Context: an optimization exercise on an open-source flow, tuned for small area, a short achievable clock period and few clock cycles per item. The choices shown serve that exercise and are no tape-out recipe. Function was checked by simulation only, so behaviour that the tests miss may differ from the original.

## rev 12
## rational_fraction_alu
module rational_fraction_alu (
    input  logic        clk,
    input  logic        rst_n,
    input  logic        in_valid,
    output logic        in_stall,
    input  logic [2:0]  in_op,
    input  logic [15:0] in_num_a,
    input  logic [15:0] in_den_a,
    input  logic [15:0] in_num_b,
    input  logic [15:0] in_den_b,
    output logic        out_valid,
    input  logic        out_stall,
    output logic [32:0] out_num,
    output logic [30:0] out_den,
    output logic        out_less,
    output logic        out_equal,
    output logic        out_fault
);
    rfa_pkg::state_t state;
    logic            slot_free, take;
    logic            is_fault, is_cmp, is_muldiv, gcd_done;
    rfa_ctrl u_ctrl (
        .clk       (clk),
        .rst_n     (rst_n),
        .in_valid  (in_valid),
        .in_stall  (in_stall),
        .out_valid (out_valid),
        .out_stall (out_stall),
        .is_fault  (is_fault),
        .is_cmp    (is_cmp),
        .is_muldiv (is_muldiv),
        .gcd_done  (gcd_done),
        .state     (state),
        .slot_free (slot_free),
        .take      (take)
    );
    rfa_datapath u_datapath (
        .clk       (clk),
        .state     (state),
        .slot_free (slot_free),
        .take      (take),
        .in_op     (in_op),
        .in_num_a  (in_num_a),
        .in_den_a  (in_den_a),
        .in_num_b  (in_num_b),
        .in_den_b  (in_den_b),
        .is_fault  (is_fault),
        .is_cmp    (is_cmp),
        .is_muldiv (is_muldiv),
        .gcd_done  (gcd_done),
        .out_num   (out_num),
        .out_den   (out_den),
        .out_less  (out_less),
        .out_equal (out_equal),
        .out_fault (out_fault)
    );
  ...
For scale: ~140 I/O pins, about 31000 sq um of cells after synthesis.
Settings: LEC_CHECK=0, CAP_MARGIN=20, CORE_MARGIN=2, CORE_UTILIZATION=40, PLACE_DENSITY=0.6, SETUP_SLACK_MARGIN=5, SLEW_MARGIN=20; clock period 10.0 ns.
run.sh (not shown) runs the stock make flow with config.mk's settings and CLKGATE_MAP_FILE= SYNTH_SCRIPT=/design/flow/synth_recipe.tcl, a recipe that flattens the netlist after the stock synthesis.
Testbench counts of rev 12, summed over its fixed seeds: cycles 68,636, items 4,800.
#### Input delta (rev 13 over rev 12)
--- a/flow/design.v
+++ b/flow/design.v
@@ -253,18 +253,16 @@
         ue     = comb_mode & u[U_W-1];
         ve     = comb_mode & v[V_W-1];
         u_ge_v = !d_uv[U_W];
         u_eq_v = (u == v);
         u_zero = (u == '0);
         sum0   = m00 + m01;
         sum1   = m10[30:0] + m11;
     end
-    logic             md_init;
-    logic [SH_W-1:0]  sh_d, sh_m;
     logic             gcd_act, both_odd, u_odd, v_odd, both_even, u_even, v_even, sub_u, sub_v;
     logic [SH:0]      t_low;
     logic [SH_W-1:0]  sh_u, sh_v, sh_t, sh_c, shu, shv, sh0, sh1;
     logic [U_W-1:0]   u_src, u_shr;
     logic [V_W-1:0]   v_src, v_shr;
     logic [NUM_W-1:0] m00_step, m01_step;
     logic [31:0]      m10_step;
     logic [30:0]      m11_step;
@@ -284,25 +282,22 @@
         sub_u     = (u_odd && v_odd && gcd_act || comb_mode) && u_ge_v;
         sub_v     = (u_odd && v_odd && gcd_act || comb_mode) && !u_ge_v;
         t_low     = d_uv[SH:0];
         sh_u      = tz(u[SH:0]);
         sh_v      = tz(v[SH:0]);
         sh_t      = comb_mode ? '0 : tz(t_low);
         sh_c      = (sh_u < sh_v) ? sh_u : sh_v;
         both_odd = (u_odd && v_odd && gcd_act) || comb_mode;
-        md_init = (state == S_MUL3) && muldiv_r;
-        sh_d    = tz(sum0[SH:0]);
-        sh_m    = (sh_u < sh_d) ? sh_u : sh_d;
-        shu = both_even ? sh_c : (u_even || md_init) ? sh_u : both_odd ? sh_t : '0;
-        shv = both_even ? sh_c : v_even ? sh_v : md_init ? sh_d : both_odd ? sh_t : '0;
+        shu = both_even ? sh_c : u_even ? sh_u : both_odd ? sh_t : '0;
+        shv = both_even ? sh_c : v_even ? sh_v : both_odd ? sh_t : '0;
         sh0 = u_even ? sh_u : both_odd ? sh_t : '0;
         sh1 = v_even ? sh_v : both_odd ? sh_t : '0;
         u_src = both_odd ? d_uv[U_W-1:0] : u;
-        v_src = both_odd ? d_vu[V_W-1:0] : md_init ? V_W'(sum0) : v;
+        v_src = both_odd ? d_vu[V_W-1:0] : v;
         u_shr = sub_v ? u : (u_src >> shu);
         v_shr = sub_u ? v : (v_src >> shv);
         m00_step = sub_v ? sum0 : (m00 << sh0);
         m10_step = sub_v ? 32'(sum1) : (m10 << sh0);
         m01_step = sub_u ? sum0 : (m01 << sh1);
         m11_step = sub_u ? sum1 : (m11 << sh1);
     end
     logic zero_r;
@@ -311,20 +306,16 @@
     assign gcd_done = zero_r || (u_odd && v_odd && u_eq_v);
     logic fault_in;
     always_comb
     begin
         fault_in = (in_den_a == '0) || (in_den_b == '0) || (in_op > OP_CMP)
                    || ((in_op == OP_DIV) && (in_num_b == '0));
     end
     logic init_m, arith, neg_md, x_in_v;
-    function automatic logic [NUM_W-1:0] pow2(input logic [SH_W-1:0] k, input logic ng);
-        for (int j = 0; j < NUM_W; j++)
-            pow2[j] = ng ? (j >= k) : (j == k);
-    endfunction
     always_comb
     begin
         unique case (state)
             S_MUL1:  init_m = fault_r && slot_free;
             S_MUL3:  init_m = muldiv_r;
             S_MUL4:  init_m = 1'b1;
             default: init_m = 1'b0;
         endcase
@@ -336,31 +327,29 @@
     always_comb
         mul_load = (state == S_MUL1 && slot_free) || state == S_MUL2 || state == S_MUL3;
     always_ff @(posedge clk)
     begin
         if (state == S_MUL2 || (state == S_MUL4 && !u_ge_v))
             u <= U_W'(sum0);
         else
             u <= u_shr;
-        if ((state == S_MUL3 && !muldiv_r) || (state == S_MUL4 && u_ge_v))
+        if (state == S_MUL3 || (state == S_MUL4 && u_ge_v))
             v <= V_W'(sum0);
         else
             v <= v_shr;
         m00 <= mul_load ? ps : m00_step;
         m01 <= mul_load ? pc : m01_step;
         m10 <= m10_step;
         m11 <= m11_step;
         if (init_m)
         begin
-            m00     <= (!arith || x_in_v) ? '0
-                       : muldiv_r ? pow2(SH_W'(sh_u - sh_m), neg_md) : NUM_W'(1);
+            m00     <= (!arith || x_in_v) ? '0 : ((muldiv_r && neg_md) ? '1 : NUM_W'(1));
             m01     <= x_in_v ? '1 : '0;
-            m11     <= (muldiv_r && arith) ? 31'(pow2(SH_W'(sh_d - sh_m), 1'b0))
-                                : 31'(arith && !x_in_v);
+            m11     <= 31'(arith && !x_in_v);
             less_r  <= !fault_r && cmp_r && d_uv[U_W];
             equal_r <= !fault_r && cmp_r && u_eq_v;
             flt_r   <= fault_r;
         end
         if (init_m && state != S_MUL1)
             m10 <= 32'(x_in_v);
         if (take)
         begin
Notes after the runs:
Going from rev 12 to rev 13, placement row count stayed essentially flat; number of multi-input combinational cells shrank by 67; detailed-route wire length on metal 1 moved up; overall routing resource usage went up 0.48 points; maximum fanout along the worst path moved up. Cmp rev 13 vs rev 12: total nets after synthesis lower in rev 13. Lower simple-gate portion of the synthesized area was reported by rev 13, not rev 12. Any difference in routed wire length between rev 12 and rev 13 is small enough to ignore. | fill cell total of the finished layout | rev 13 vs rev 12 | ≈ equal |. Final area, rev 13 and rev 12: higher on rev 12. Comparing post-route core utilization for rev 13 and rev 12, the bigger number came from rev 12. Going from rev 12 to rev 13, sequential share of layout area +0.26 points; non-clock buffer count now smaller.
Testbench counts of rev 13, summed over its fixed seeds: cycles 70,941, items 4,800.

## port drivers added, routing unchanged
The flow's constraints put no driver on any port. The routed layouts listed below were extracted and timed again, unchanged, in two steps. Step 1, drivers: a clkbuf_16 drives clk and a buf_2 each remaining input, both assumed. Step 2 times the ports against the registers' clock, not the clock port: input delays grow and output delays shrink by t, the midpoint of the rising clock arrivals with the driver on. Three values: ideal ports, drivers, drivers and shift; two values: the first two.
run	t (ns)	slack for setup (ns)	clock arrival spread, ns	worst register clock-pin slew, ns
rev 12	0.676	5.046 / 4.983 / 4.598	0.081 / 0.081	0.07 / 0.07
rev 13	0.647	5.073 / 5.006 / 4.948	0.056 / 0.056	0.07 / 0.07
After both steps setup and hold are still met in every run listed. The setup slack of rev 12, which loses most, moves by -0.063 ns with the drivers and by -0.448 ns with both steps.
